This design comes from an exercise in tuning for small area on the open sky130 flow, not from production work.
Only simulation tests tie the RTL to the original design; equivalence was not proved.
No activity file was given, so power comes from the tool's default toggle rates.

$ cat design.v
package rvIsaPkg;
	typedef logic [31:0] wordT;
	typedef logic [31:0] addrT;
	typedef logic [4:0]  regIdxT;
	localparam logic [6:0] OpReg    = 7'b0110011;
	localparam logic [6:0] OpImm    = 7'b0010011;
	localparam logic [6:0] OpLoad   = 7'b0000011;
	localparam logic [6:0] OpStore  = 7'b0100011;
	localparam logic [6:0] OpBranch = 7'b1100011;
	localparam logic [6:0] OpJal    = 7'b1101111;
	localparam logic [2:0] Funct3Beq = 3'b000;
	localparam logic [2:0] Funct3Bne = 3'b001;
	localparam logic [2:0] Funct3Add = 3'b000;
	localparam logic [2:0] Funct3Slt = 3'b010;
	localparam logic [2:0] Funct3Xor = 3'b100;
	localparam logic [2:0] Funct3Or  = 3'b110;
	localparam logic [2:0] Funct3And = 3'b111;
	localparam int Funct7Sub = 5;
	typedef enum logic [2:0] {
		AluAdd,
		AluSub,
		AluAnd,
		AluOr,
		AluXor,
		AluSlt
	} aluOpT;
endpackage
package rvPipePkg;
	localparam logic [31:0]      ResetPc = 32'h0000_0000;
	localparam logic [31:0]      PcStep  = 32'd4;
	localparam logic [4:0] ZeroReg = 5'd0;
	typedef struct packed {
		logic            regWrite;
		logic            memRead;
		logic            memWrite;
		logic            aluImm;
		logic            aluPc;
		logic [2:0] aluOp;
	} ctrlT;
	typedef struct packed {
		ctrlT             ctrl;
		logic [31:0]      pc;
		logic [31:0]   rs1Val;
		logic [31:0]   rs2Val;
		logic [31:0]   imm;
		logic [4:0] rs1;
		logic [4:0] rs2;
		logic [4:0] rd;
	} decExT;
	typedef struct packed {
		logic [31:0]   aluOut;
		logic [31:0]   storeData;
		logic [4:0] rd;
		logic             regWrite;
		logic             memRead;
		logic             memWrite;
	} exMemT;
	typedef struct packed {
		logic             regWrite;
		logic [4:0] rd;
		logic [31:0]   data;
	} wbT;
endpackage
`timescale 1ns/1ps
module rvCore (
	input  logic           clk,
	input  logic           rstN,
	input  rvIsaPkg::wordT InstrData,
	input  rvIsaPkg::wordT MemData,
	output rvIsaPkg::addrT PC,
	output rvIsaPkg::addrT RWAddress,
	output rvIsaPkg::wordT WriteData,
	output logic           MemRead,
	output logic           MemWrite
);
	localparam int NumRegs = 31;
	localparam int TapB    = 16;
	localparam logic [1:0] StFirst  = 2'd0;   
	localparam logic [1:0] StSecond = 2'd1;   
	localparam logic [1:0] StMem    = 2'd2;   
	localparam logic [1:0] StWb     = 2'd3;   
	logic [NumRegs*32-1:0] ring;
	logic [4:0]  cnt;       
	logic [1:0]  state;
	logic        go;        
	logic        selA;      
	logic        selB;      
	logic [31:0] acc;
	logic [29:0] pcHi;
	logic [31:0] ins;
	logic [4:0]  rs1, rs2, rd;
	logic [2:0]  f3;
	logic        isReg, isImm, isLoad, isStore, isBranch, isJal, wrRd;
	logic [1:0]  stateNext;
	logic [4:0]  cntNext, cntNextB, srcNext;
	logic        goNext, needSrc;
	logic [31:0] tap, opX, opY, imm, aluOut;
	logic        usePc, useAcc, useImm, useMem, doSub, taken;
	logic [2:0]  fn;
	assign ins = InstrData;
	assign rs1 = ins[19:15];
	assign rs2 = ins[24:20];
	assign rd  = ins[11:7];
	assign f3  = ins[14:12];
	assign isJal    = ins[2];
	assign isBranch = ins[6] & ~ins[2];
	assign isReg    = ins[5] & ins[4];
	assign isImm    = ~ins[5] & ins[4];
	assign isLoad   = ~ins[5] & ~ins[4];
	assign isStore  = ~ins[6] & ins[5] & ~ins[4];
	assign wrRd     = (isReg | isImm | isLoad | isJal) && rd != 5'd0;
	always_comb begin
		stateNext = state;
		if (go) begin
			case (state)
				StFirst:  stateNext = isLoad ? StMem : (isReg | isBranch | isStore) ? StSecond : StWb;
				StSecond: stateNext = StWb;
				StMem:    stateNext = StWb;
				default:  stateNext = StFirst;
			endcase
		end
	end
	assign cntNext  = (cnt == 5'(NumRegs)) ? 5'd1 : cnt + 5'd1;
	assign cntNextB = (cntNext > 5'(NumRegs - TapB)) ? cntNext - 5'(NumRegs - TapB)
		: cntNext + 5'(TapB);
	assign srcNext = (stateNext == StFirst) ? ((isReg | isBranch) ? rs2 : rs1)
		: (isStore ? rs2 : rs1);
	assign needSrc = (stateNext == StFirst && !isJal) || stateNext == StSecond;
	always_comb begin
		case (stateNext)
			StMem:   goNext = 1'b1;
			StWb:    goNext = !wrRd || rd == cntNext;
			default: goNext = !needSrc || srcNext == 5'd0 || srcNext == cntNext || srcNext == cntNextB;
		endcase
	end
	always_ff @(posedge clk) begin
		if (!rstN) begin
			cnt   <= 5'd1;
			state <= StFirst;
			go    <= 1'b0;
			selA  <= 1'b0;
			selB  <= 1'b0;
		end else begin
			cnt   <= cntNext;
			state <= stateNext;
			if (state == StWb && go) begin
				go   <= 1'b0;
				selA <= 1'b0;
				selB <= 1'b0;
			end else begin
				go   <= goNext;
				selA <= needSrc && srcNext != 5'd0 && srcNext == cntNext;
				selB <= needSrc && srcNext != 5'd0 && srcNext == cntNextB;
			end
		end
	end
	assign tap   = ({32{selA}} & ring[31:0]) | ({32{selB}} & ring[TapB*32 +: 32]);
	assign taken = (acc == 32'd0) ^ f3[0];
	always_comb begin
		imm    = 32'd4;
		usePc  = 1'b0;
		useAcc = 1'b1;
		useImm = 1'b0;
		useMem = 1'b0;
		fn     = 3'b000;
		doSub  = 1'b0;
		case (state)
			StFirst: if (go) begin
				useAcc = 1'b0;
				if (isJal) begin
					usePc  = 1'b1;
					useImm = 1'b1;
				end else if (isImm || isLoad || isStore) begin
					useImm = 1'b1;
					imm    = isStore ? {{20{ins[31]}}, ins[31:25], ins[11:7]}
						: {{20{ins[31]}}, ins[31:20]};
					if (isImm) fn = f3;
				end
			end
			StSecond: if (go && !isStore) begin
				fn    = isBranch ? 3'b100 : f3;
				doSub = isReg && ins[30];
			end
			StMem: begin
				useAcc = 1'b0;
				useMem = 1'b1;
			end
			default: if (go) begin
				useAcc = 1'b0;
				usePc  = 1'b1;
				useImm = 1'b1;
				if (isJal) imm = {{11{ins[31]}}, ins[31], ins[19:12], ins[20], ins[30:21], 1'b0};
				else if (isBranch && taken)
					imm = {{19{ins[31]}}, ins[31], ins[7], ins[30:25], ins[11:8], 1'b0};
			end
		endcase
	end
	assign opX = tap | {usePc ? pcHi : 30'd0, 2'b00};
	assign opY = ({32{useAcc}} & acc) | ({32{useImm}} & imm) | ({32{useMem}} & MemData);
	logic        sub, lt;
	logic [32:0] sumC;
	logic [31:0] sum;
	assign sub  = doSub || fn == 3'b010;
	assign sumC = {opX, 1'b1} + {opY ^ {32{sub}}, sub};
	assign sum  = sumC[32:1];
	assign lt   = (opX[31] ^ opY[31]) ? opX[31] : sum[31];
	always_comb begin
		case (fn)
			3'b010:  aluOut = {31'd0, lt};
			3'b100:  aluOut = opX ^ opY;
			3'b110:  aluOut = opX | opY;
			3'b111:  aluOut = opX & opY;
			default: aluOut = sum;
		endcase
	end
	always_ff @(posedge clk) begin
		ring <= {(state == StWb && go && wrRd) ? acc : ring[31:0], ring[NumRegs*32-1:32]};
		acc  <= aluOut;
	end
	always_ff @(posedge clk) begin
		if (!rstN) pcHi <= 30'd0;
		else if (state == StWb && go) pcHi <= aluOut[31:2];
	end
	assign PC        = {pcHi, 2'b00};
	assign RWAddress = acc;
	assign WriteData = tap;
	assign MemRead   = state == StMem;
	assign MemWrite  = state == StSecond && go && isStore;
endmodule
$ cat config.mk
export PLATFORM = sky130hd
export DESIGN_NAME = rvCore
export DESIGN_NICKNAME = rvCore
export VERILOG_FILES = /design/flow/design.v
export SDC_FILE = /design/flow/constraint.sdc
export NUM_CORES = 4
export LEC_CHECK = 0
export CAP_MARGIN = 20
export CORE_MARGIN = 2
export CORE_UTILIZATION = 40
export CTS_BUF_LIST = sky130_fd_sc_hd__clkbuf_8
export CTS_CLUSTER_DIAMETER = 60
export CTS_CLUSTER_SIZE = 16
export PLACE_DENSITY = 0.6
export SLEW_MARGIN = 20
$ cat run.sh
#!/bin/bash
# synth_recipe.tcl (not shown) runs the flow's synth.tcl, then flattens the netlist and writes it again
# the make line also repeats each setting of config.mk as NAME=value (left out here)
make -C /OpenROAD-flow-scripts/flow DESIGN_CONFIG=/design/flow/config.mk WORK_HOME=/design/flow/orfs CLKGATE_MAP_FILE= SYNTH_SCRIPT=/design/flow/synth_recipe.tcl finish
$ cat constraint.sdc
create_clock -name core_clock -period 7.0 [get_ports {clk}]
set_input_delay 1.4000 -clock core_clock [delete_from_list [all_inputs] [get_ports {clk}]]
set_output_delay 1.4000 -clock core_clock [all_outputs]
set_load 0.01 [all_outputs]
==> flow_summary.ini, run 1 <==
[setup_path]
cp_data_required_time_ps = 7530
sort_of_element_at_the_end_of_the_critical_path = flip-flop
setup.worst_path.class = in -> reg
r2r-start = acc[17]$_DFF_P_
setup.reg_to_reg.worst_slack_ps = 1260
rr_endpoint = pcHi[17]$_SDFFE_PN0P_
timing.critical_path.arrival_ps = 6380
critPathMaxFanout = 10
r2r_cells = 17
crit_path_start_kind = input pin

[min_path]
min_delay_path_depth = 0
min_path_type = reg -> reg
min-delay-start = ring[252]$_DFF_P_
worst_hold_path.endpoint = ring[220]$_DFF_P_

[routing]
total_vias_in_the_final_route = 15830
violation_count_after_the_first_detailed_routing_iteration = 1084
detail_route.drc_violations = 0
drtAntennaViolNets = 0
routed_wire_length_per_instance_um = 18.75
drt-vias-per-instance = 4.822
first_pass_iters = 7
postRouteWirelength_um = 61550

[place]
buffer_ports.inserted = 158
dp_hpwl_um = 42370
placer_s_final_routability_congestion_estimate = 0.8924
placement.cell_area_um2 = 31390
placed_cells_incl_taps = 3186

[cts]
post_cts.resized_instances = 0
cts-htree-levels = 3
cts.path.max_buffers = 3
clockRootBuffer = clkbuf_8
postCtsHoldBufs = 0
cts_setup_buffers = 0
clk_pin_slew_worst_paths_ps = 90
cts_num_sinks = 1064
clock_tree_from_tritoncts = yes
clock_insertion_delay_worst_skew_ps = 700
cts_buffers = 81

[cells_and_area]
num-nets-final = 2489
fin_area_um2 = 32670
fin_cells = 3283
layout.cells.most_common = dfxtp_1
highest_count_cells_in_the_layout_ignoring_fill_and_taps = dfxtp_1, clkdlybuf4s50_1, nand2_1
syn_to_final_growth_pct = 13.74
final_layout_size_suffix_gt1_share_pct = 7.804

[die]
initial_core_util_pct = 40.32
rows = 98
core-area_um2 = 71240
die_span_in_y_um = 272.0
floorplan.die.width_um = 272.0
dieArea_um2 = 73970
num_io_pins = 164

[power]
clkPwrFrac_pct = 25.5
comb_power_share_pct = 18.4
internal_power_uw = 8122
leakage_uw = 0.01321
seq_power_share_pct = 56.1
power.switching_uw = 3216
total_power_divided_by_cell_area_nw_per_um2 = 347.0
max-vdd-ir-drop_v = 0.0001678
fin_total_pwr_uw = 11340
switching_share_pct = 28.37

[global_routing]
grt_first_pass_wirelength_um = 92430
grt_use_total_pct = 16.42
vias_in_the_first_global_route = 15730
grt_overflow = 0
antenna_found_initial = 3
pin_count_of_the_biggest_net_entering_global_routing = 68

[logic_synthesis]
synth_enable_flop_cells = 0
postSynthAreaPerCell_um2 = 13.46
syn_area_um2 = 28730
synth_cell_type_count = 76
asyncSetResetFlopFracSynth_pct = 0
synthesis.instances = 2134
ys_dominant_reg_cell = dfxtp_1
yosys_register_bits = 1064
yosys_warnings = 1
synth_top_area_share_pct = 74.15
synth.largest_area_cell = dfxtp_1
ys_seq_area_share_pct = 74.15
synth.top_cells.by_area = dfxtp_1, ha_1, xnor2_1, a22o_1, nand2_1

[flow_run]
cap_violations = 0

[timing]
finalSetupViolCount = 0
fin_worst_skew_ps = 37.48
final_hold_viol_count = 0
fmaxAchievable_mhz = 170.7
timing_worst_slew_pin_value_ps = 970.3
fin_setup_tns_ps = 0
rsz0062_at_grt = false
slew-limit-headroom_pct = 35.13
fin_crit_sh_pct = 83.70
maxSlewViolCount = 0
clock_period_minus_final_worst_setup_slack_ps = 5859

[run_status]
outcome = complete, no violations
worst max-delay path by stage:
| stage | from | to | slack, ps | cells after the start |
|---|---|---|---|---|
| finish | InstrData[4] | pcHi[28]$_SDFFE_PN0P_ | 1140 | 16 |
| global route | InstrData[4] | pcHi[18]$_SDFFE_PN0P_ | 840 | 16 |
| CTS | acc[16]$_DFF_P_ | pcHi[29]$_SDFFE_PN0P_ | 1340 | 17 |
| detailed placement | InstrData[4] | pcHi[18]$_SDFFE_PN0P_ | 600 | 16 |
| global placement | InstrData[4] | pcHi[18]$_SDFFE_PN0P_ | 680 | 17 |
| floorplan | InstrData[12] | pcHi[28]$_SDFFE_PN0P_ | 1930 | 17 |
registers in the layout (all words and copies together) (netlist names):
name   flops
cnt        5
selA       1
pcHi      30
ring     992
state      2
go         1
selB       1
acc       32
layout make-up:
type,instances,area (um^2)
antenna,1,2.502
fill,6266,38570
timing repair buffer,178,1727
sequential,1064,21300
multi-input combinational,908,6855
tap,950,1189
inverter,86,322.8
clock inverter,13,130.1
clock buffer,83,1142
cell usage after synthesis, types with 14 or more instances:
master / count
dfxtp_1: 1064
nand2_1: 106
ha_1: 104
inv_1: 86
o21ai_0: 73
clkbuf_1: 65
xnor2_1: 60
a21oi_1: 53
a22o_1: 53
a21o_1: 52
mux2_2: 35
nor2_1: 33
a22oi_1: 30
nand3_1: 19
o21ai_1: 19
xor2_1: 16
nor3_1: 15
a221o_1: 14
a222oi_1: 14
nand4_1: 14
power groups by stage:
| stage | logic (uW) | clock network, uW | registers (uW) |
|---|---|---|---|
| after floorplan | 1390 | 0 | 6430 |
| after global placement | 2000 | 0 | 6500 |
| after detailed placement | 2060 | 0 | 6500 |
| after CTS | 2070 | 3020 | 6360 |
| after global routing | 2290 | 3230 | 6380 |
| final | 2090 | 2890 | 6360 |
layer usage:
layer / share of wire (%) / global-route usage (%)
met4: 3.6 / 7.128
met2: 44 / 24.83
met5: 0.036 / 0
met1: 47 / 22.41
met3: 6.2 / 3.967
kinds of logic after synthesis:
| family | Yosys count | synth area share (%) |
|---|---|---|
| AO/OA/AOI/OAI | 411 | 10.36 |
| XOR/XNOR | 76 | 2.317 |
| adder cells (fa/ha/maj) | 104 | 4.530 |
| buffers and inverters | 163 | 2.230 |
| flip-flops | 1064 | 74.15 |
| multiplexers | 45 | 1.721 |
| other | 1 | 0.01305 |
| AND/OR/NAND/NOR | 270 | 4.678 |
worst max-delay path, cell delays in order:
cell and delay [ps]:
clkdlybuf4s50_1 790, o21ai_0 370, a21oi_1 320, a31oi_1 70, buf_4 210, a222oi_1 450, xnor2_1 130, ha_1 400
a21oi_1 260, o21ai_0 210, a221oi_1 690, o211a_1 270, a211oi_1 90, a211oi_1 310, xor2_1 250, o221ai_1 130
through the flow:
step	setup WS [ps]	utilization [%]	hold slack [ps]
floorplan	1927	-	309.6
global placement	676.1	44.05	310.8
detailed placement	602.5	44.06	312.1
CTS	1340	45.85	313.1
global route	835.3	45.86	317.2
finish	1141	45.86	312.3
==> inputs of run 2 (changes only) <==
--- a/config.mk
+++ b/config.mk
@@ -9,7 +9,7 @@
 export CORE_MARGIN = 2
 export CORE_UTILIZATION = 40
 export CTS_BUF_LIST = sky130_fd_sc_hd__clkbuf_8
-export CTS_CLUSTER_DIAMETER = 60
-export CTS_CLUSTER_SIZE = 16
-export PLACE_DENSITY = 0.6
+export CTS_CLUSTER_DIAMETER = 50
+export CTS_CLUSTER_SIZE = 20
+export PLACE_DENSITY = 0.8
 export SLEW_MARGIN = 20
==> run 2 against run 1 <==
  * Synthesized area stayed put
  * Clock skew is 11 ps higher
  * Routed wire length is 1.9% lower
  * Critical endpoint is now acc[16]$_DFF_P_
  * Critical path depth is 1 higher
  * Hold slack worse by 3.9 ps
  * First-iteration DRC count is 16% higher
  * Critical path type is now reg -> reg
  * Sequential power hardly changed
  * Die area stayed put
  * Cell count is 0.37% higher
  * Fmax is 2.0% higher
==> flow_summary.ini, run 2 <==
[die]
initial_core_util_pct = 40.32
rows = 98
die_span_in_y_um = 272.0
num_io_pins = 164
floorplan.die.width_um = 272.0
dieArea_um2 = 73970
core-area_um2 = 71240

[place]
dp_hpwl_um = 42160
buffer_ports.inserted = 158
placed_cells_incl_taps = 3181
placement.cell_area_um2 = 31350
placer_s_final_routability_congestion_estimate = 0.9033

[power]
internal_power_uw = 8288
total_power_divided_by_cell_area_nw_per_um2 = 353.9
power.switching_uw = 3367
seq_power_share_pct = 54.6
leakage_uw = 0.01333
clkPwrFrac_pct = 27.8
comb_power_share_pct = 17.6
max-vdd-ir-drop_v = 0.0001776
switching_share_pct = 28.89

[cts]
cts_setup_buffers = 0
clockRootBuffer = clkbuf_8
cts_num_sinks = 1064
post_cts.resized_instances = 0
postCtsHoldBufs = 0
cts-htree-levels = 3
cts_buffers = 75
clock_tree_from_tritoncts = yes
clock_insertion_delay_worst_skew_ps = 710
cts.path.max_buffers = 3
clk_pin_slew_worst_paths_ps = 110

[logic_synthesis]
synth.largest_area_cell = dfxtp_1
syn_area_um2 = 28730
netlist_top_cells_count = dfxtp_1, nand2_1, ha_1
asyncSetResetFlopFracSynth_pct = 0
synth_top_area_share_pct = 74.15
synth_enable_flop_cells = 0
post-synth-top-count-cell = dfxtp_1
yosys_warnings = 1
synth.top_cells.by_area = dfxtp_1, ha_1, xnor2_1, a22o_1, nand2_1
ys_dominant_reg_cell = dfxtp_1
synth_cell_type_count = 76
ys_seq_area_share_pct = 74.15
synthesis.instances = 2134
yosys_register_bits = 1064
postSynthAreaPerCell_um2 = 13.46

[setup_path]
crit_path_start_kind = flip-flop
sort_of_element_at_the_end_of_the_critical_path = flip-flop
setup.worst_path.class = reg -> reg
timing.critical_path.arrival_ps = 6270
cp_data_required_time_ps = 7530
critPathMaxFanout = 4

[timing]
fin_setup_tns_ps = 0
fin_worst_skew_ps = 48.03
final_hold_viol_count = 0
maxSlewViolCount = 0
clock_period_minus_final_worst_setup_slack_ps = 5747
timing.hold.ws_ps = 308.3
fin_crit_sh_pct = 82.09
slew-limit-headroom_pct = 28.07
rsz0062_at_grt = false
fmaxAchievable_mhz = 174.0
finalSetupViolCount = 0
timing_worst_slew_pin_value_ps = 1079

[cells_and_area]
num-nets-final = 2479
final_layout_size_suffix_gt1_share_pct = 8.316
highest_count_cells_in_the_layout_ignoring_fill_and_taps = dfxtp_1, clkdlybuf4s50_1, nand2_1
fin_area_um2 = 32930
fill_cells = 6188
syn_to_final_growth_pct = 14.65
max_reg_flops = 992
layout.cells.most_common = dfxtp_1
fin_cells = 3295
final_core_utilization_pct = 46.23
biggestRegsByFlops = ring (992), acc (32), pcHi (30)
antenna_cells = 0
multiInputGateArea_um2 = 6844
largest_register = ring
register_cell_area_after_layout_um2 = 21300

[run_status]
outcome = complete, no violations

[min_path]
min_path_type = reg -> reg

[global_routing]
pin_count_of_the_biggest_net_entering_global_routing = 42
vias_in_the_first_global_route = 14960
grt_overflow = 0
grt_first_pass_wirelength_um = 89860
grt_use_total_pct = 15.97
antenna_found_initial = 2

[routing]
first_pass_iters = 5
postRouteWirelength_um = 60400
drtAntennaViolNets = 0
detail_route.drc_violations = 0
violation_count_after_the_first_detailed_routing_iteration = 1260
drt-vias-per-instance = 4.764
routed_wire_length_per_instance_um = 18.33
total_vias_in_the_final_route = 15700

[flow_run]
cap_violations = 0
run 2: final cells by class:
cell class	instances	share of cell area [%]
multi-input cells	908	20.78
repair buffers	174	5.212
clock inverters	34	1.432
inverters	86	0.9802
clock buffers	79	3.301
flip-flops and latches	1064	64.68
well taps	950	3.609
run 2: logic make-up after synthesis:
family / Yosys count / share of synthesized area [%]
adders and majority gates: 104 / 4.530
and+or+nand+nor: 270 / 4.678
muxes: 45 / 1.721
other: 1 / 0.01305
AOI/OAI and AO/OA: 411 / 10.36
buffers and inverters: 163 / 2.230
xor gates and xnor gates: 76 / 2.317
DFF: 1064 / 74.15
run 2: per-stage QoR:
| stage | power, uW | worst slack [ps] |
|---|---|---|
| 6_report | 11650 | 1253 |
| 2_1_floorplan | 7819 | 1927 |
| 5_1_grt | 12180 | 917.1 |
| 3_5_place_dp | 8507 | 668.5 |
| 3_3_place_gp | 8459 | 755.4 |
| 4_1_cts | 11720 | 1421 |
run 2: layer usage:
metal  routed length (um)  vias to the layer above  GRT usage (%)
met4                 1551                        4          4.844
met5                   27                        -              0
met3                 4319                      107          4.285
li1                     -                     7610              -
met2                25420                      500          23.60
met1                29080                     7477          22.81
run 2: final timing paths:
| kind | end | startpoint | slack [ps] | cells after the start |
|---|---|---|---|---|
| hold reg to reg | ring[394]$_DFF_P_ | ring[426]$_DFF_P_ | 310 | 0 |
| hold / removal | ring[394]$_DFF_P_ | ring[426]$_DFF_P_ | 310 | 0 |
| setup reg to reg | acc[16]$_DFF_P_ | acc[16]$_DFF_P_ | 1250 | 17 |
| setup / recovery | acc[16]$_DFF_P_ | acc[16]$_DFF_P_ | 1250 | 17 |
run 2: power groups by stage:
stage                     Sequential [uW]  Clock [uW]  Combinational (uW)
after CTS                            6370        3330                2020
final                                6360        3240                2050
after global routing                 6380        3550                2250
after detailed placement             6500           0                2000
after floorplan                      6430           0                1390
after global placement               6500           0                1960
run 2: critical path: stages, from the launching register on:
cell and delay (ps):
dfxtp_1 420, nor4_1 710, nand4_1 460, or3_1 480
a2111oi_0 450, a21o_1 140, a211oi_1 140, a221o_1 350
xnor2_1 150, ha_1 250, a21o_1 230, or3_1 360
a211oi_1 400, o31a_1 300, o211ai_1 170, a21oi_1 270
xor2_1 200, o21ai_0 100
==> inputs of run 3 (changes only) <==
--- a/config.mk
+++ b/config.mk
@@ -8,8 +8,5 @@
 export CAP_MARGIN = 20
 export CORE_MARGIN = 2
 export CORE_UTILIZATION = 40
-export CTS_BUF_LIST = sky130_fd_sc_hd__clkbuf_8
-export CTS_CLUSTER_DIAMETER = 50
-export CTS_CLUSTER_SIZE = 20
-export PLACE_DENSITY = 0.8
+export PLACE_DENSITY = 0.6
 export SLEW_MARGIN = 20
==> run 3 against run 2 <==
  * Highest routed layer unchanged
  * Synthesized area did not move
  * Register-to-register slack improved by 30 ps
  * Still clean
  * Sequential power barely moved
  * Critical path type is now in -> reg
  * Synthesized cell count did not move
  * First-iteration DRC count fell by 5.6%
  * Clock-buffer cell count rose by 54
  * Critical path depth fell by 1
  * Global-route usage rose by 0.67 points
==> flow_summary.ini, run 3 <==
[cells_and_area]
layout.cells.most_common = dfxtp_1
fin_area_um2 = 34820
largest_register = ring
num-nets-final = 2504
biggestRegsByFlops = ring (992), acc (32), pcHi (30)
final_core_utilization_pct = 48.87
max_reg_flops = 992
highest_count_cells_in_the_layout_ignoring_fill_and_taps = dfxtp_1, clkdlybuf4s50_1, nand2_1
antenna_cells = 0
syn_to_final_growth_pct = 21.21
fin_cells = 3361
final_layout_size_suffix_gt1_share_pct = 10.49
fill_cells = 6038

[routing]
drtAntennaViolNets = 0
violation_count_after_the_first_detailed_routing_iteration = 1189
postRouteWirelength_um = 62540
first_pass_iters = 7
detail_route.drc_violations = 0
drt-vias-per-instance = 4.787
total_vias_in_the_final_route = 16090
routed_wire_length_per_instance_um = 18.61

[timing]
fin_crit_sh_pct = 83.68
slew-limit-headroom_pct = 33.86
maxSlewViolCount = 0
fin_worst_skew_ps = 22.00
fin_setup_tns_ps = 0
timing_worst_slew_pin_value_ps = 989.3
fmaxAchievable_mhz = 170.7
finalSetupViolCount = 0
final_hold_viol_count = 0
rsz0062_at_grt = false
clock_period_minus_final_worst_setup_slack_ps = 5857

[logic_synthesis]
post-synth-top-count-cell = dfxtp_1
synthesis.instances = 2134
synth_top_family_by_area = compound AO/OA/AOI/OAI gates
synth.top_cells.by_area = dfxtp_1, ha_1, xnor2_1, a22o_1, nand2_1
yosys_register_bits = 1064
netlist_top_cells_count = dfxtp_1, nand2_1, ha_1
synth_top_area_share_pct = 74.15
syn_area_um2 = 28730
synth_cell_type_count = 76
synth_enable_flop_cells = 0
postSynthAreaPerCell_um2 = 13.46
asyncSetResetFlopFracSynth_pct = 0
synth-adder-area-share_pct = 4.530
share_of_synthesized_area_spent_on_multiplexers_pct = 1.721
synthXorXnorAreaFrac_pct = 2.317
ys_seq_area_share_pct = 74.15
simple_gate_share_of_the_synthesized_area_pct = 4.678
yosys_warnings = 1
synth_compound_area_share_pct = 10.36
ys_dominant_reg_cell = dfxtp_1
synth.largest_area_cell = dfxtp_1

[setup_path]
sort_of_element_at_the_end_of_the_critical_path = flip-flop
rr_endpoint = pcHi[17]$_SDFFE_PN0P_
r2r-start = acc[17]$_DFF_P_
cp_cell_sequence = clkdlybuf4s50_1 > o21ai_0 > a21oi_1 > a31oi_1 > buf_4 > a222oi_1 > xnor2_1 > ha_1 > a21oi_1 > o21ai_0 > a221oi_1 > o211a_1 > a211oi_1 > a211oi_1 > xor2_1 > o221ai_1
crit_slowest_cell = clkdlybuf4s50_1
path_delay_family = compound AO/OA/AOI/OAI gates
setup.reg_to_reg.worst_slack_ps = 1280
r2r_cells = 17
timing.critical_path.arrival_ps = 6330
slowest_delay_ps = 790
critPathMaxFanout = 10
buf_inv_stages_crit_path = 2
cp_data_required_time_ps = 7470
crit_path_start_kind = input pin
setup.worst_path.class = in -> reg

[die]
die_span_in_y_um = 272.0
dieArea_um2 = 73970
rows = 98
core-area_um2 = 71240
num_io_pins = 164
initial_core_util_pct = 40.32
floorplan.die.width_um = 272.0

[run_status]
outcome = complete, no violations

[cts]
clk_pin_slew_worst_paths_ps = 60
clockRootBuffer = clkbuf_16
cts.path.max_buffers = 3
cts-htree-levels = 3
clock_insertion_delay_worst_skew_ps = 650
cts_buffers = 96
cts_setup_buffers = 0
clock_tree_from_tritoncts = yes
post_cts.resized_instances = 0
cts_num_sinks = 1064
postCtsHoldBufs = 0

[global_routing]
pin_count_of_the_biggest_net_entering_global_routing = 68
grt_first_pass_wirelength_um = 93810
grt_overflow = 0
vias_in_the_first_global_route = 15970
antenna_found_initial = 2
grt_use_total_pct = 16.64

[place]
buffer_ports.inserted = 158
placement.cell_area_um2 = 31390
dp_hpwl_um = 42370
placed_cells_incl_taps = 3186
placer_s_final_routability_congestion_estimate = 0.8924

[flow_run]
cap_violations = 0

[min_path]
min_delay_path_depth = 0
min_path_type = reg -> reg
min-delay-start = ring[772]$_DFF_P_
worst_hold_path.endpoint = ring[740]$_DFF_P_

[power]
max-vdd-ir-drop_v = 0.0002105
total_power_divided_by_cell_area_nw_per_um2 = 399.6
leakage_uw = 0.01424
## run 3: area by class of cell
class                   count  area [um^2]  share of cell area [%]
flip-flops and latches   1064        21300                   61.18
well taps                 950         1189                   3.414
clock buffers             133         2854                   8.197
inverters                  86        322.8                  0.9271
repair buffers            178         1727                   4.959
clock inverters            42        568.0                   1.631
multi-input cells         908         6855                   19.69
## run 3: layer usage
layer  vias up  share of wire [%]  track usage [%]
met4         4                3.6            7.649
met3       127                5.9            3.676
met2       462                 44            25.36
met1      7778                 47            22.60
li1       7719                  -                -
met5         -              0.035                0
## run 3: cells by family after synthesis
group	after synthesis
flip-flops	1064
AO/OA/AOI/OAI	411
AND/OR/NAND/NOR	270
buffers and inverters	163
adder cells (fa/ha/maj)	104
XOR/XNOR	76
multiplexers	45
other	1
## run 3: worst max path at each step
stage | start | to | slack (ps) | cells past startpoint
after floorplan | InstrData[12] | pcHi[28]$_SDFFE_PN0P_ | 1930 | 17
after global placement | InstrData[4] | pcHi[18]$_SDFFE_PN0P_ | 680 | 17
after detailed placement | InstrData[4] | pcHi[18]$_SDFFE_PN0P_ | 600 | 16
after CTS | InstrData[4] | pcHi[18]$_SDFFE_PN0P_ | 1300 | 16
after global routing | InstrData[4] | pcHi[18]$_SDFFE_PN0P_ | 760 | 16
final | InstrData[4] | pcHi[28]$_SDFFE_PN0P_ | 1140 | 16
## run 3: worst register-to-register path: cells and delay by family (launching register included)
kind	cells	cell delay, ps
xor+xnor	2	350
flops	1	380
fa+ha+maj	1	430
simple gates	5	1950
compound gates	9	2450
## run 3: stage by stage
| stage | power, uW | hold WS [ps] | setup slack, ps |
|---|---|---|---|
| 6_report | 13910 | 312.1 | 1143 |
| 3_3_place_gp | 8504 | 310.8 | 676.1 |
| 2_1_floorplan | 7819 | 309.6 | 1927 |
| 5_1_grt | 14490 | 319.2 | 759.8 |
| 4_1_cts | 14030 | 309.7 | 1300 |
| 3_5_place_dp | 8566 | 312.1 | 602.5 |
## run 3: where the power goes
part / switching [uW] / internal, uW / total [uW]
clock network: 2210 / 3250 / 5460
registers: 172 / 6200 / 6370
logic: 1260 / 829 / 2090
==> inputs of run 4 (changes only) <==
==> flow/run.sh (new file) <==
#!/bin/bash
# Own layout flow: the standard synthesis, its combinational logic re-mapped for
# area (registers untouched), then the standard ORFS layout steps with smaller
# port buffers and clock-tree settings. Each tool logs to its own file here.
set -euo pipefail
W=$PWD
R=$W/orfs/results/$FLOW_PLATFORM/rvCore/base
YOSYS=$FLOW_HOME/../tools/install/yosys/bin/yosys
[[ -x $YOSYS ]] || YOSYS=yosys
LIB=$FLOW_HOME/platforms/$FLOW_PLATFORM/lib/sky130_fd_sc_hd__tt_025C_1v80.lib

bash standard.sh synth > $W/log_1_standard_synth.txt 2>&1

cp $R/1_2_yosys.v $W/standard_synth.v
REMAP_IN=$W/standard_synth.v REMAP_OUT=$W/remapped.v REMAP_LIB=$LIB REMAP_ABC=$W/flow/remap.abc \
	$YOSYS -c $W/flow/remap.tcl > $W/log_2_remap.txt 2>&1
cp $W/remapped.v $R/1_2_yosys.v
rm -f $R/1_synth.odb $R/1_synth.sdc

export BUFFER_PORTS_ARGS="-buffer_cell sky130_fd_sc_hd__buf_1"
export CTS_ARGS="-sink_clustering_enable -repair_clock_nets -buf_list sky130_fd_sc_hd__clkbuf_8 -sink_clustering_size 16 -sink_clustering_max_diameter 60 -dont_use_dummy_load"
bash standard.sh finish > $W/log_3_standard_layout.txt 2>&1
==> flow/remap.abc (new file) <==
strash
&get -n
&dch -f
&nf
&put
==> flow/remap.tcl (new file) <==
# Re-maps the combinational logic of the standard synthesis netlist for area.
# The registers stay as they are: same instances, names and cell types.
# Arguments come from the environment: REMAP_IN, REMAP_OUT, REMAP_LIB, REMAP_ABC.
yosys -import
set lib $::env(REMAP_LIB)
read_liberty -ignore_miss_func $lib
read_verilog $::env(REMAP_IN)
hierarchy -top $::env(FLOW_TOP)
# Keep every sequential cell as an instance; flatten the rest into gates
set seq {}
foreach m [lsort -unique [regexp -all -inline {sky130_fd_sc_hd__(?:dfxtp|dfrtp|dfstp|dfbbp|dfrbp|dfxbp|edfxtp|sdf\w*|dlx\w*|dlr\w*)_\d+} [read [open $::env(REMAP_IN)]]]] {
	lappend seq $m
	setattr -mod -set keep_hierarchy 1 $m
}
puts "sequential cell types kept: $seq"
flatten
opt -purge
abc -liberty $lib -dont_use sky130_fd_sc_hd__lpflow_* -dont_use sky130_fd_sc_hd__probe* -script $::env(REMAP_ABC)
opt_clean -purge
splitnets
opt_clean -purge
hilomap -singleton -hicell sky130_fd_sc_hd__conb_1 HI -locell sky130_fd_sc_hd__conb_1 LO
insbuf -buf sky130_fd_sc_hd__buf_1 A X
tee -o $::env(REMAP_OUT).stat stat -liberty $lib
select $::env(FLOW_TOP)
write_verilog -noattr -nohex -nodec -selected $::env(REMAP_OUT)
==> standard.sh (new file) <==
#!/bin/bash
# synth_recipe.tcl (not shown) runs the flow's synth.tcl, then flattens the netlist and writes it again
# the make line also repeats each setting of config.mk as NAME=value (left out here)
make -C /OpenROAD-flow-scripts/flow DESIGN_CONFIG=/design/flow/config.mk WORK_HOME=/design/flow/orfs CLKGATE_MAP_FILE= SYNTH_SCRIPT=/design/flow/synth_recipe.tcl "${@:-finish}"
removed: run.sh
==> run 4 against run 3 <==
  * Die area decreased by 4.6%
  * Synthesized area decreased by 4.6%
  * Sequential power increased by 2%
  * Sequential share of layout area increased by 9.4 points
  * Flip-flop and latch count unchanged
  * Routed wire length decreased by 2.3%
  * Setup slack got worse by 21 ps
  * Global-route usage increased by 0.63 points
  * Largest power group unchanged
  * Highest routed layer is now met4
  * Combinational power decreased by 7%
==> flow_summary.ini, run 4 <==
[cts]
cts_buffers = 81
clockRootBuffer = clkbuf_8
clk_pin_slew_worst_paths_ps = 100
clock_tree_from_tritoncts = yes
cts-htree-levels = 3
cts.path.max_buffers = 3
cts_num_sinks = 1064
cts_setup_buffers = 0
post_cts.resized_instances = 0
postCtsHoldBufs = 0
clock_insertion_delay_worst_skew_ps = 690

[setup_path]
setup.worst_path.start = acc[29]$_DFF_P_
cp_data_required_time_ps = 7580
sort_of_element_at_the_end_of_the_critical_path = flip-flop
r2r_cells = 15
r2r-start = acc[29]$_DFF_P_
timing.critical_path.arrival_ps = 6460
endpoint_of_the_most_critical_setup_path = pcHi[29]$_SDFFE_PN0P_
critPathMaxFanout = 4
crit_path_start_kind = flip-flop
setup.worst_path.class = reg -> reg
setup.reg_to_reg.worst_slack_ps = 1120
rr_endpoint = pcHi[29]$_SDFFE_PN0P_

[cells_and_area]
largest_register = ring
register_cell_area_after_layout_um2 = 21300
fill_cells = 6161
fin_area_um2 = 30170
syn_to_final_growth_pct = 10.12
highest_count_cells_in_the_layout_ignoring_fill_and_taps = dfxtp_1, buf_1, a21oi_1
layout.cells.most_common = dfxtp_1
num-nets-final = 2307
multiInputGateArea_um2 = 5867
max_reg_flops = 992
final_layout_size_suffix_gt1_share_pct = 4.913
final_core_utilization_pct = 44.68
biggestRegsByFlops = ring (992), acc (32), pcHi (30)

[place]
placer_s_final_routability_congestion_estimate = 0.8980
dp_hpwl_um = 42330
placement.cell_area_um2 = 29050
buffer_ports.inserted = 158

[timing]
clock_period_minus_final_worst_setup_slack_ps = 5878
finalSetupViolCount = 0
timing_worst_slew_pin_value_ps = 1108
fin_setup_tns_ps = 0
fmaxAchievable_mhz = 170.1
slew-limit-headroom_pct = 26.01
fin_crit_sh_pct = 83.98
fin_worst_skew_ps = 60.29
rsz0062_at_grt = false
maxSlewViolCount = 0
final_hold_viol_count = 0

[power]
leakage_uw = 0.01138
total_power_divided_by_cell_area_nw_per_um2 = 370.5
fin_total_pwr_uw = 11180
max-vdd-ir-drop_v = 0.0001937

[logic_synthesis]
yosys_warnings = 1
synthesis.instances = 2046
postSynthAreaPerCell_um2 = 13.39
syn_area_um2 = 27400

[die]
rows = 95
num_io_pins = 164
floorplan.die.width_um = 265.7
dieArea_um2 = 70600
core-area_um2 = 67510
initial_core_util_pct = 40.58
die_span_in_y_um = 265.7

[global_routing]
antenna_found_initial = 2
pin_count_of_the_biggest_net_entering_global_routing = 34
grt_overflow = 0
vias_in_the_first_global_route = 15180
grt_use_total_pct = 17.27
grt_first_pass_wirelength_um = 92360

[routing]
detail_route.drc_violations = 0
drt-vias-per-instance = 4.885
total_vias_in_the_final_route = 15210
drtAntennaViolNets = 0
postRouteWirelength_um = 61080
routed_wire_length_per_instance_um = 19.62
first_pass_iters = 5
violation_count_after_the_first_detailed_routing_iteration = 957

[run_status]
outcome = complete, no violations

[min_path]
min_path_type = reg -> reg

[flow_run]
cap_violations = 0
## run 4: cell types whose count changed in the layout (fill, tap and decap cells not counted), sizes merged, moves of 20 or more
cell,previous run,this run
clkdlybuf4s50,157,0
ha,104,0
xnor2,60,84
o22ai,4,24
buf,21,175
a21o,52,12
a22oi,30,2
nor2,33,88
a21oi,54,98
clkbuf,133,81
nor3,15,39
inv,95,0
## run 4: cell type report
class                   count  area share, %
repair buffers            175          2.389
well taps                 873          3.621
flip-flops and latches   1064          70.61
multi-input cells         901          19.45
diodes                      1       0.008295
inverters                  18         0.2240
clock buffers              81          3.695
## run 4: how the worst min path moves through the flow
stage | startpoint | to | slack (ps) | cells after the start
5_1_grt | ring[449]$_DFF_P_ | ring[417]$_DFF_P_ | 260 | 0
6_report | ring[449]$_DFF_P_ | ring[417]$_DFF_P_ | 260 | 0
3_3_place_gp | ring[654]$_DFF_P_ | ring[622]$_DFF_P_ | 310 | 0
4_1_cts | ring[449]$_DFF_P_ | ring[417]$_DFF_P_ | 270 | 0
3_5_place_dp | ring[431]$_DFF_P_ | ring[399]$_DFF_P_ | 310 | 0
2_1_floorplan | ring[32]$_DFF_P_ | ring[0]$_DFF_P_ | 310 | 0
## run 4: metrics by stage
stage | hold WS, ps | setup slack [ps] | instances
floorplan | 309.6 | 40.65 | 2047
global placement | 310.6 | 743.3 | 3031
detailed placement | 312.1 | 626.6 | 3031
CTS | 265.1 | 1135 | 3112
global route | 264.7 | 852.9 | 3113
finish | 258.1 | 1122 | 3113
## run 4: per-layer routing
metal  share of wire [%]  GRT usage (%)  vias up
met5                   0              0        -
li1                    -              -     7336
met4                 2.9          5.937        0
met1                  46          23.13     7334
met2                  46          27.80      424
met3                 5.2          3.651      114
## run 4: critical path, stage by stage, from the launching register on
cell and delay, ps:
dfxtp_1 390, nor4_1 770, nand4_1 400, o2111ai_1 370
a311oi_2 230, a221oi_1 460, xnor2_1 200, or2_0 320
and2_0 240, a2111oi_0 680, a221o_1 260, a41oi_1 80
or3b_1 460, a41oi_1 320, mux2_1 380, a32o_1 220
## run 4: report_power, final
group	switching, uW	total (uW)	internal, uW
logic	1270	1950	680
clock network	1710	2750	1040
registers	221	6480	6260
total	3200	11200	7980
==> inputs of run 5 (changes only) <==
==> flow/remap.abc (replaced) <==
strash
&get -n
&deepsyn -T 20
&put
dch -f
&get -n
&nf
&put
topo
buffer -p
upsize
dnsize
==> run 5 against run 4 <==
  * Now fails the layout checks on setup timing
  * Clock-buffer cell count grew 1
  * Synthesized area shrank 4.2%
  * Power shrank 4.3%
  * Hold slack lost 11 ps
  * Critical path depth grew 22
  * First-iteration DRC count shrank 9.9%
  * Largest cell class unchanged
  * Critical endpoint unchanged
==> flow_summary.ini, run 5 <==
[global_routing]
grt_use_total_pct = 16.40
antenna_found_initial = 2
vias_in_the_first_global_route = 13770
grt_first_pass_wirelength_um = 83120
pin_count_of_the_biggest_net_entering_global_routing = 31
grt_overflow = 0

[cts]
cts.path.max_buffers = 3
clock_insertion_delay_worst_skew_ps = 720
clock_tree_from_tritoncts = yes
clk_pin_slew_worst_paths_ps = 90
cts-htree-levels = 3
cts_buffers = 82
clockRootBuffer = clkbuf_8
postCtsHoldBufs = 0
cts_num_sinks = 1064

[cells_and_area]
num-nets-final = 2209
max_reg_flops = 992
antenna_cells = 0
syn_to_final_growth_pct = 15.02
largest_register = ring
highest_count_cells_in_the_layout_ignoring_fill_and_taps = dfxtp_1, buf_4, buf_1
final_layout_size_suffix_gt1_share_pct = 16.86
biggestRegsByFlops = ring (992), acc (32), pcHi (30)
layout.cells.most_common = dfxtp_1
fill_cells = 5773

[routing]
detail_route.drc_violations = 0
routed_wire_length_per_instance_um = 18.59
drt-vias-per-instance = 4.584
violation_count_after_the_first_detailed_routing_iteration = 862
total_vias_in_the_final_route = 13740
drtAntennaViolNets = 0
first_pass_iters = 5
postRouteWirelength_um = 55700

[setup_path]
setup.worst_path.class = reg -> reg
crit_slowest_cell = o41ai_2
cp_data_required_time_ps = 7620
crit_path_start_kind = flip-flop
critPathMaxFanout = 4
slowest_delay_ps = 410
sort_of_element_at_the_end_of_the_critical_path = flip-flop
timing.critical_path.arrival_ps = 8270
r2r_cells = 37
cp_common_cell = a21oi_2

[timing]
maxSlewViolCount = 0
fin_worst_skew_ps = 120.8
fin_crit_sh_pct = 109.4
final_hold_viol_count = 0
timing.final.ws_setup_ps = -657.6
rsz0062_at_grt = true
fin_setup_tns_ps = -3167
finalSetupViolCount = 10
fmaxAchievable_mhz = 130.6
clock_period_minus_final_worst_setup_slack_ps = 7658
slew-limit-headroom_pct = 38.19
timing_worst_slew_pin_value_ps = 924.9

[place]
buffer_ports.inserted = 158
placer_s_final_routability_congestion_estimate = 0.8641
post-place-ws_ps = -1232
dp_hpwl_um = 38440

[power]
power.switching_uw = 2732
leakage_uw = 0.01184
comb_power_share_pct = 15.1
clkPwrFrac_pct = 25.9
total_power_divided_by_cell_area_nw_per_um2 = 354.1
seq_power_share_pct = 59.0
switching_share_pct = 25.55
max-vdd-ir-drop_v = 0.0001528
internal_power_uw = 7963

[die]
initial_core_util_pct = 40.59
num_io_pins = 164
die_span_in_y_um = 260.2
dieArea_um2 = 67710
rows = 93
floorplan.die.width_um = 260.2
core-area_um2 = 64700

[logic_synthesis]
syn_area_um2 = 26260
postSynthAreaPerCell_um2 = 14.37
yosys_warnings = 1
synthesis.instances = 1827

[min_path]
min_path_type = reg -> reg
min_delay_path_depth = 0

[run_status]
so_faults = setup timing
outcome = complete, but fails checks

[flow_run]
cap_violations = 0
run 5: changes by cell type in the layout (fill, tap and decap cells not counted), sizes merged, moves of 9 or more:
cell and change:
buf +148, o21ai -39, a21oi -35, nand2 -33, nor2 -30, inv +20, clkinv -18, xnor2 -16
o22ai -13, a221oi +12, a22o +10, a32oi -10, nand4 -10, nor2b -9
run 5: area by class of cell:
cell class / count / area (um^2) / area share, %
Tap cell: 855 / 1070 / 3.542
Sequential cell: 1064 / 21310 / 70.56
Clock buffer: 82 / 1129 / 3.737
Inverter: 20 / 77.57 / 0.2568
Timing Repair Buffer: 323 / 1843 / 6.102
Multi-Input combinational cell: 652 / 4773 / 15.80
run 5: power groups by stage:
stage	Clock (uW)	Sequential [uW]	Combinational, uW
2_1_floorplan	0	6420	835
3_3_place_gp	0	6430	1510
3_5_place_dp	0	6440	1520
4_1_cts	2880	6310	1560
5_1_grt	3100	6330	1730
6_report	2770	6310	1610
run 5: routing by layer:
metal | share of wire, % | track usage [%]
met1 | 49 | 23.19
met2 | 42 | 24.09
met3 | 6.1 | 4.045
met4 | 3.0 | 6.492
met5 | 0.014 | 0
run 5: metrics by stage:
step,instances,power [uW],instance area (um^2),utilization (%),hold WS [ps]
after global routing,2996,11160,30200,46.68,248.3
after floorplan,1828,7252,26310,-,309.6
final,2996,10700,30200,46.68,247.2
after detailed placement,2898,7955,28790,44.49,312.1
after global placement,2898,7942,28790,44.49,310.6
after CTS,2987,10750,30030,46.42,250.7
run 5: what timing repair did:
item	in CTS	in global routing
endpoints found under the setup margin	11	16
pin swaps	12	35
setup buffers	8	10
resized for setup	13	21
run 5: critical path: cells and delay by family (launching register included):
family | cells | cell delay [ps]
buffers and inverters | 1 | 170
flip-flops | 1 | 350
AO/OA/AOI/OAI | 29 | 5080
XOR/XNOR | 1 | 220
adder cells (fa/ha/maj) | 3 | 1010
AND/OR/NAND/NOR | 3 | 740
run 5: worst paths after layout:
| check | from | end | slack, ps |
|---|---|---|---|
| max | acc[13]$_DFF_P_ | pcHi[29]$_SDFFE_PN0P_ | -660 |
| min reg2reg | ring[355]$_DFF_P_ | ring[323]$_DFF_P_ | 250 |
| max reg2reg | acc[13]$_DFF_P_ | pcHi[29]$_SDFFE_PN0P_ | -660 |
| min | ring[355]$_DFF_P_ | ring[323]$_DFF_P_ | 250 |
==> inputs of run 6 (changes only) <==
--- a/design.v
+++ b/design.v
@@ -61,6 +61,47 @@
 		logic [31:0]   data;
 	} wbT;
 endpackage
+`timescale 1ns/1ps
+module rvAlu (
+	input  logic [31:0] opX,
+	input  logic [31:0] opY,
+	input  logic [2:0]  fn,
+	input  logic        doSub,
+	output logic [31:0] aluOut
+);
+	logic        sub, isSlt, keepP, keepC, keepG, lt;
+	logic [31:0] y, p, g, gg, pp, c;
+	assign isSlt = fn == 3'b010;
+	assign sub   = doSub || isSlt;
+	assign y     = opY ^ {32{sub}};
+	assign p     = opX ^ y;
+	assign g     = opX & y;
+	always_comb begin
+		gg = g;
+		pp = p;
+		gg[0] = g[0] | (p[0] & sub);
+		for (int d = 1; d < 32; d = d * 2) begin
+			for (int i = 2 * d - 1; i < 32; i = i + 2 * d) begin
+				gg[i] = gg[i] | (pp[i] & gg[i - d]);
+				pp[i] = pp[i] & pp[i - d];
+			end
+		end
+		for (int d = 8; d >= 1; d = d / 2) begin
+			for (int i = 3 * d - 1; i < 32; i = i + 2 * d) begin
+				gg[i] = gg[i] | (pp[i] & gg[i - d]);
+			end
+		end
+	end
+	assign c = {gg[30:0], sub};
+	assign keepC = fn == 3'b000 || isSlt;
+	assign keepP = fn == 3'b000 || fn == 3'b100 || fn == 3'b110;
+	assign keepG = fn == 3'b110 || fn == 3'b111;
+	assign lt    = (opX[31] ^ opY[31]) ? opX[31] : (p[31] ^ c[31]);
+	always_comb begin
+		aluOut = ((p & {32{keepP}}) ^ (c & {32{keepC && !isSlt}})) | (g & {32{keepG}});
+		aluOut[0] = aluOut[0] | (isSlt & lt);
+	end
+endmodule
 `timescale 1ns/1ps
 module rvCore (
 	input  logic           clk,
@@ -95,7 +136,7 @@
 	logic [4:0]  cntNext, cntNextB, srcNext;
 	logic        goNext, needSrc;
 	logic [31:0] tap, opX, opY, imm, aluOut;
-	logic        usePc, useAcc, useImm, useMem, doSub, taken;
+	logic        usePc, useAcc, useImm, useMem, doSub, taken, eqFlag;
 	logic [2:0]  fn;
 	assign ins = InstrData;
 	assign rs1 = ins[19:15];
@@ -155,7 +196,10 @@
 		end
 	end
 	assign tap   = ({32{selA}} & ring[31:0]) | ({32{selB}} & ring[TapB*32 +: 32]);
-	assign taken = (acc == 32'd0) ^ f3[0];
+	always_ff @(posedge clk) begin
+		if (state == StSecond) eqFlag <= aluOut == 32'd0;
+	end
+	assign taken = eqFlag ^ f3[0];
 	always_comb begin
 		imm    = 32'd4;
 		usePc  = 1'b0;
@@ -197,22 +241,7 @@
 	end
 	assign opX = tap | {usePc ? pcHi : 30'd0, 2'b00};
 	assign opY = ({32{useAcc}} & acc) | ({32{useImm}} & imm) | ({32{useMem}} & MemData);
-	logic        sub, lt;
-	logic [32:0] sumC;
-	logic [31:0] sum;
-	assign sub  = doSub || fn == 3'b010;
-	assign sumC = {opX, 1'b1} + {opY ^ {32{sub}}, sub};
-	assign sum  = sumC[32:1];
-	assign lt   = (opX[31] ^ opY[31]) ? opX[31] : sum[31];
-	always_comb begin
-		case (fn)
-			3'b010:  aluOut = {31'd0, lt};
-			3'b100:  aluOut = opX ^ opY;
-			3'b110:  aluOut = opX | opY;
-			3'b111:  aluOut = opX & opY;
-			default: aluOut = sum;
-		endcase
-	end
+	rvAlu rvAlu_inst (.opX(opX), .opY(opY), .fn(fn), .doSub(doSub), .aluOut(aluOut));
 	always_ff @(posedge clk) begin
 		ring <= {(state == StWb && go && wrRd) ? acc : ring[31:0], ring[NumRegs*32-1:32]};
 		acc  <= aluOut;
==> flow/run.sh (replaced) <==
#!/bin/bash
# Own layout flow: the standard flow (standard synthesis unchanged), with
# smaller port buffers and a clock tree without dummy loads. Each tool's output
# goes to a log file of its own here.
set -euo pipefail
export BUFFER_PORTS_ARGS="-buffer_cell sky130_fd_sc_hd__buf_1"
export CTS_ARGS="-sink_clustering_enable -repair_clock_nets -buf_list sky130_fd_sc_hd__clkbuf_8 -sink_clustering_size 16 -sink_clustering_max_diameter 60 -dont_use_dummy_load"
bash standard.sh synth > log_1_synth.txt 2>&1
bash standard.sh finish > log_2_layout.txt 2>&1
--- a/config.mk
+++ b/config.mk
@@ -8,5 +8,8 @@
 export CAP_MARGIN = 20
 export CORE_MARGIN = 2
 export CORE_UTILIZATION = 40
+export CTS_BUF_LIST = sky130_fd_sc_hd__clkbuf_8
+export CTS_CLUSTER_DIAMETER = 60
+export CTS_CLUSTER_SIZE = 16
 export PLACE_DENSITY = 0.6
 export SLEW_MARGIN = 20
removed: flow/remap.abc
removed: flow/remap.tcl
==> run 6 against run 5 <==
  * The run now finishes clean
  * Clock power decreased by 2%
  * Register-to-register slack improved by 1400 ps
  * Sequential share of layout area increased by 1.1 points
  * Highest routed layer unchanged
  * Routed wire length decreased by 0.25%
  * Clock skew decreased by 15 ps
  * Largest power group unchanged
  * Combinational power increased by 6%
  * Critical path depth decreased by 15
  * Via count increased by 0.61%
  * Power increased by 0.36%
  * Synthesized area increased by 1.5%
  * Synthesized cell count increased by 0.11%
  * Utilization decreased by 1.5 points
==> flow_summary.ini, run 6 <==
[setup_path]
r2r_cells = 20
setup.worst_path.class = in -> reg
crit_path_start_kind = input pin
cp_cell_sequence = buf_1 > buf_4 > o21ai_0 > nand2_1 > o21ai_0 > and2_1 > buf_4 > a222oi_1 > xnor2_1 > ha_1 > a21oi_1 > o21ai_0 > a222oi_1 > a2bb2oi_1 > and3_1 > nor3_1 > a211oi_1 > buf_4 > nand4b_1 > nor4_2 > nand4_1 > nor4_2
r2r-start = state[0]$_SDFF_PN0_
buf_inv_stages_crit_path = 4
crit_slowest_cell = a222oi_1
critPathMaxFanout = 12
rr_endpoint = eqFlag$_DFFE_PN_
path_delay_family = compound AO/OA/AOI/OAI gates
timing.critical_path.arrival_ps = 6680
sort_of_element_at_the_end_of_the_critical_path = flip-flop
setup.reg_to_reg.worst_slack_ps = 750
slowest_delay_ps = 490
cp_data_required_time_ps = 7380

[timing]
timing_worst_slew_pin_value_ps = 1101
finalSetupViolCount = 0
final_hold_viol_count = 0
timing.final.ws_setup_ps = 705.8
fmaxAchievable_mhz = 158.9
maxSlewViolCount = 0
timing.hold.ws_ps = 242.8
slew-limit-headroom_pct = 25.65
fin_crit_sh_pct = 89.92
fin_worst_skew_ps = 105.8
fin_setup_tns_ps = 0
rsz0062_at_grt = false
clock_period_minus_final_worst_setup_slack_ps = 6294

[die]
core-area_um2 = 65860
rows = 94
dieArea_um2 = 68700
floorplan.die.width_um = 262.1
initial_core_util_pct = 40.46
num_io_pins = 164
die_span_in_y_um = 262.1

[global_routing]
pin_count_of_the_biggest_net_entering_global_routing = 34
antenna_found_initial = 3
grt_overflow = 0
grt_first_pass_wirelength_um = 83750
grt_use_total_pct = 16.23
vias_in_the_first_global_route = 13920

[place]
buffer_ports.inserted = 158
post-place-ws_ps = 236.9
dp_hpwl_um = 38300
placer_s_final_routability_congestion_estimate = 0.8488

[cells_and_area]
fill_cells = 5887
largest_register = ring
max_reg_flops = 992
syn_to_final_growth_pct = 11.70
num-nets-final = 2184
final_layout_size_suffix_gt1_share_pct = 10.22
highest_count_cells_in_the_layout_ignoring_fill_and_taps = dfxtp_1, buf_1, nand2_1
layout.cells.most_common = dfxtp_1
biggestRegsByFlops = ring (992), acc (32), pcHi (30)

[logic_synthesis]
ys_seq_area_share_pct = 80.04
ys_dominant_reg_cell = dfxtp_1
synthesis.instances = 1829
netlist_top_cells_count = dfxtp_1, nand2_1, a22o_1
syn_area_um2 = 26650
postSynthAreaPerCell_um2 = 14.57
synth.top_cells.by_area = dfxtp_1, ha_1, a22o_1, xnor2_1, mux2_2
synth_cell_type_count = 82
synth.largest_area_cell = dfxtp_1
yosys_warnings = 2
asyncSetResetFlopFracSynth_pct = 0
post-synth-top-count-cell = dfxtp_1
yosys_register_bits = 1065
synth_top_area_share_pct = 79.93
synth_enable_flop_cells = 1

[cts]
cts_setup_buffers = 0
cts_buffers = 80
cts-htree-levels = 3
cts.path.max_buffers = 3
post_cts.resized_instances = 0
clk_pin_slew_worst_paths_ps = 80
postCtsHoldBufs = 0
clock_tree_from_tritoncts = yes
clockRootBuffer = clkbuf_8
cts_num_sinks = 1065
clock_insertion_delay_worst_skew_ps = 690

[routing]
postRouteWirelength_um = 55570
detail_route.drc_violations = 0
violation_count_after_the_first_detailed_routing_iteration = 886
total_vias_in_the_final_route = 13820
routed_wire_length_per_instance_um = 18.89
drtAntennaViolNets = 0
drt-vias-per-instance = 4.699
first_pass_iters = 8

[min_path]
min_path_type = reg -> reg
min-delay-start = ring[898]$_DFF_P_
min_delay_path_depth = 0
worst_hold_path.endpoint = ring[866]$_DFF_P_

[flow_run]
cap_violations = 0

[power]
max-vdd-ir-drop_v = 0.0001903
fin_total_pwr_uw = 10730
leakage_uw = 0.01201
total_power_divided_by_cell_area_nw_per_um2 = 360.6

[run_status]
outcome = complete, no violations
[run 6: worst register-to-register path, cell delays in order (launching register included)]
cell	delay [ps]
dfxtp_1	410
ha_1	580
inv_1	210
o21ai_0	280
and2_1	440
buf_4	310
a222oi_1	140
xnor2_1	190
ha_1	360
a21oi_1	270
o21ai_0	260
a222oi_1	500
a2bb2oi_1	330
and3_1	280
nor3_1	70
a211oi_1	350
buf_4	200
nand4b_1	110
nor4_2	220
nand4_1	190
nor4_2	350
[run 6: logic make-up after synthesis]
logic type / Yosys count / synth area share (%)
xor+xnor: 61 / 2.005
flops: 1065 / 80.04
other cells: 1 / 0.01407
simple gates: 234 / 4.395
buf+inv: 79 / 1.183
fa+ha+maj: 42 / 1.963
mux: 48 / 1.986
compound gates: 299 / 8.414
[run 6: metrics by stage]
stage	cell area, um^2	instances	utilization [%]
2_1_floorplan	26650	1830	-
3_3_place_gp	28660	2859	43.52
3_5_place_dp	28660	2859	43.52
4_1_cts	29760	2939	45.19
5_1_grt	29770	2941	45.20
6_report	29770	2941	45.20
[run 6: layout make-up]
class                   instances  area [um^2]  area share [%]
flip-flops and latches       1065        21330           71.66
multi-input cells             686         5071           17.04
clock buffers                  80         1101           3.699
repair buffers                221         1091           3.665
well taps                     864         1081           3.631
inverters                      23        86.33          0.2900
diodes                          2        5.005         0.01681
[run 6: power breakdown]
part / leakage [uW] / internal (uW) / total (uW) / switching (uW)
clock: 0.000575 / 1030 / 2720 / 1700
combinational: 0.00285 / 673 / 1710 / 1040
sequential: 0.00858 / 6180 / 6300 / 118
[run 6: worst max-delay path by stage]
stage,startpoint,end,slack [ps],cells after the start
6_report,InstrData[5],eqFlag$_DFFE_PN_,710,22
5_1_grt,state[0]$_SDFF_PN0_,eqFlag$_DFFE_PN_,460,20
4_1_cts,InstrData[5],eqFlag$_DFFE_PN_,880,20
3_5_place_dp,InstrData[5],eqFlag$_DFFE_PN_,240,20
3_3_place_gp,InstrData[6],eqFlag$_DFFE_PN_,300,21
2_1_floorplan,InstrData[4],eqFlag$_DFFE_PN_,680,20
[run 6: routing by layer]
layer	vias to the layer above	global-route usage, %	share of wire [%]
li1	6697	-	-
met1	6676	21.64	46
met2	332	25.49	45
met3	112	3.472	5.6
met4	2	7.109	3.6
met5	-	0	0.014
==> inputs of run 7 (changes only) <==
==> flow/run.sh (replaced) <==
#!/bin/bash
# Own layout flow: the standard flow (standard synthesis unchanged), with
# smaller port buffers and a clock tree without dummy loads. Each tool's output
# goes to a log file of its own here.
set -euo pipefail
export BUFFER_PORTS_ARGS="-buffer_cell sky130_fd_sc_hd__buf_1"
export CTS_ARGS="-sink_clustering_enable -repair_clock_nets -buf_list sky130_fd_sc_hd__clkbuf_4 -sink_clustering_size 8 -sink_clustering_max_diameter 40 -dont_use_dummy_load"
bash standard.sh synth > log_1_synth.txt 2>&1
bash standard.sh finish > log_2_layout.txt 2>&1
--- a/config.mk
+++ b/config.mk
@@ -8,8 +8,5 @@
 export CAP_MARGIN = 20
 export CORE_MARGIN = 2
 export CORE_UTILIZATION = 40
-export CTS_BUF_LIST = sky130_fd_sc_hd__clkbuf_8
-export CTS_CLUSTER_DIAMETER = 60
-export CTS_CLUSTER_SIZE = 16
 export PLACE_DENSITY = 0.6
 export SLEW_MARGIN = 20
==> run 7 against run 6 <==
  * Critical path type is now reg -> reg
  * Final area is 0.27% higher
  * Die area stayed put
  * Synthesized area stayed put
  * Sequential share of layout area is 0.19 points lower
  * Register-to-register slack better by 40 ps
  * Global-route usage is 0.45 points higher
  * Utilization is 0.12 points higher
  * Routed wire length is 1.5% higher
  * Largest cell class unchanged
  * Hold slack worse by 17 ps
  * Clock power is 3% higher
  * Cell count is 2.7% higher
  * Highest routed layer unchanged
  * Clock skew is 8.8 ps higher
==> flow_summary.ini, run 7 <==
[flow_run]
cap_violations = 0

[cts]
cts.path.max_buffers = 3
clock_insertion_delay_worst_skew_ps = 970
post_cts.resized_instances = 0
cts_setup_buffers = 0
cts_num_sinks = 1065
postCtsHoldBufs = 0
cts_buffers = 157
clk_pin_slew_worst_paths_ps = 90
clockRootBuffer = clkbuf_4
clock_tree_from_tritoncts = yes
cts-htree-levels = 4

[setup_path]
r2r_cells = 19
crit_path_start_kind = flip-flop
sort_of_element_at_the_end_of_the_critical_path = flip-flop
critPathMaxFanout = 17
setup.worst_path.class = reg -> reg
timing.critical_path.arrival_ps = 6900
cp_data_required_time_ps = 7690

[logic_synthesis]
synthesis.instances = 1829
yosys_warnings = 2
synth_cell_type_count = 82
synth.largest_area_cell = dfxtp_1
asyncSetResetFlopFracSynth_pct = 0
ys_seq_area_share_pct = 80.04
netlist_top_cells_count = dfxtp_1, nand2_1, a22o_1
post-synth-top-count-cell = dfxtp_1
synth_enable_flop_cells = 1
synth_top_area_share_pct = 79.93
synth.top_cells.by_area = dfxtp_1, ha_1, a22o_1, xnor2_1, mux2_2
syn_area_um2 = 26650
postSynthAreaPerCell_um2 = 14.57
ys_dominant_reg_cell = dfxtp_1
yosys_register_bits = 1065

[cells_and_area]
biggestRegsByFlops = ring (992), acc (32), pcHi (30)
final_layout_size_suffix_gt1_share_pct = 13.43
syn_to_final_growth_pct = 12.01
fin_area_um2 = 29850
max_reg_flops = 992
layout.cells.most_common = dfxtp_1
num-nets-final = 2261
highest_count_cells_in_the_layout_ignoring_fill_and_taps = dfxtp_1, buf_1, clkbuf_4
fill_cells = 5918
largest_register = ring

[routing]
drt-vias-per-instance = 4.738
postRouteWirelength_um = 56400
violation_count_after_the_first_detailed_routing_iteration = 915
drtAntennaViolNets = 0
routed_wire_length_per_instance_um = 18.68
detail_route.drc_violations = 0
total_vias_in_the_final_route = 14310
first_pass_iters = 9

[global_routing]
grt_overflow = 0
grt_first_pass_wirelength_um = 85300
vias_in_the_first_global_route = 14610
grt_use_total_pct = 16.68
pin_count_of_the_biggest_net_entering_global_routing = 34
antenna_found_initial = 4

[place]
placer_s_final_routability_congestion_estimate = 0.8488
dp_hpwl_um = 38300
buffer_ports.inserted = 158
placement.cell_area_um2 = 28660

[power]
total_power_divided_by_cell_area_nw_per_um2 = 362.5
leakage_uw = 0.01216
max-vdd-ir-drop_v = 0.0001772

[die]
dieArea_um2 = 68700
initial_core_util_pct = 40.46
floorplan.die.width_um = 262.1
die_span_in_y_um = 262.1
num_io_pins = 164
rows = 94
core-area_um2 = 65860

[timing]
rsz0062_at_grt = false
finalSetupViolCount = 0
timing_worst_slew_pin_value_ps = 1068
final_hold_viol_count = 0
maxSlewViolCount = 0
fmaxAchievable_mhz = 160.9
fin_worst_skew_ps = 114.6
fin_crit_sh_pct = 88.76
clock_period_minus_final_worst_setup_slack_ps = 6213
slew-limit-headroom_pct = 27.92
fin_setup_tns_ps = 0

[run_status]
outcome = complete, no violations

[min_path]
min_delay_path_depth = 0
min_path_type = reg -> reg
## run 7: cell types whose count changed in the layout (fill, tap and decap cells not counted)
cell | previous run | this run
clkbuf_4 | 0 | 157
diode_2 | 2 | 3
clkbuf_8 | 80 | 0
## run 7: kinds of logic after synthesis
| logic type | synth area share [%] |
|---|---|
| xor+xnor | 2.005 |
| other cells | 0.01407 |
| flops | 80.04 |
| fa+ha+maj | 1.963 |
| buf+inv | 1.183 |
| simple gates | 4.395 |
| compound gates | 8.414 |
| mux | 1.986 |
## run 7: path summary, 6_finish.rpt
kind / start / end / slack [ps]
worst min-delay path: ring[835]$_DFF_P_ / ring[803]$_DFF_P_ / 230
worst max-delay path: state[0]$_SDFF_PN0_ / eqFlag$_DFFE_PN_ / 790
worst max register to register: state[0]$_SDFF_PN0_ / eqFlag$_DFFE_PN_ / 790
worst min register to register: ring[835]$_DFF_P_ / ring[803]$_DFF_P_ / 230
## run 7: routing by layer
metal  GRT usage [%]  part of all wire (%)
met1           21.23                    45
met3           5.035                   5.8
met5               0                 0.014
met4           8.035                   3.5
met2           25.95                    45
## run 7: power by group
part / switching [uW] / total [uW] / leakage (uW) / internal [uW]
Sequential: 117 / 6300 / 0.00858 / 6180
Combinational: 1040 / 1710 / 0.00285 / 673
Clock: 1780 / 2810 / 0.000722 / 1030
Total: 2930 / 10800 / 0.0122 / 7890
## run 7: area by class of cell
class	instances	area (um^2)	area share, %
Timing Repair Buffer	221	1091	3.655
Clock buffer	157	1179	3.949
Antenna cell	3	7.507	0.02515
Tap cell	864	1081	3.622
Sequential cell	1065	21330	71.47
Inverter	23	86.33	0.2892
Multi-Input combinational cell	686	5071	16.99
## run 7: metrics by stage
step / hold WS (ps) / utilization [%] / total power, uW / worst slack (ps) / cells
after global placement: 310.4 / 43.52 / 8126 / 297.1 / 2859
final: 226.2 / 45.32 / 10820 / 786.7 / 3019
after global routing: 221.8 / 45.32 / 11360 / 456.4 / 3019
after detailed placement: 312.1 / 43.52 / 8146 / 236.9 / 2859
after CTS: 218.0 / 45.31 / 10960 / 905.0 / 3016
after floorplan: 309.6 / - / 7446 / 681.3 / 1830
## run 7: critical path: stages (launching register included)
cell and delay (ps):
dfxtp_1 410, ha_1 570, inv_1 200, o21ai_0 290, and2_1 440, buf_4 320, a222oi_1 140, xnor2_1 190
ha_1 360, a21oi_1 280, o21ai_0 260, a222oi_1 510, buf_4 200, nand3_1 240, o21ai_0 250, a31oi_1 150
or4b_1 560, nor4_2 140, nand4_1 180, nor4_2 330

-- static timing again, ports no longer ideal --
In the flow no input, the clock included, has a driving cell. The finished layouts below were timed again as built, in two steps. Step 1 sets driving cells, clkbuf_16 on the clock port and buf_2 on the other inputs (assumed; they add their load-dependent delay and slew). Step 2 times the ports against the registers' clock, not the clock port: input delays grow and output delays shrink by t, the midpoint of the rising clock arrivals with the driver on. Three values: ideal, step 1, step 2; two values: the first two.
run	t (ns)	slack for setup (ns)	pins driven straight from the clock port
run 1	0.736	1.141 / 1.175 / 0.439	1
run 2	0.742	1.253 / 1.253 / 0.577	1
run 3	0.693	1.143 / 1.174 / 0.482	1
run 4	0.724	1.122 / 1.122 / 0.458	1
run 5	0.715	-0.658 / -0.658 / -1.335	1
run 6	0.691	0.706 / 0.739 / 0.048	1
run 7	0.971	0.787 / 0.787 / 0.067	1
The setup slack of run 7, which loses most, moves by 0.000 ns with the drivers and by -0.720 ns with both steps.
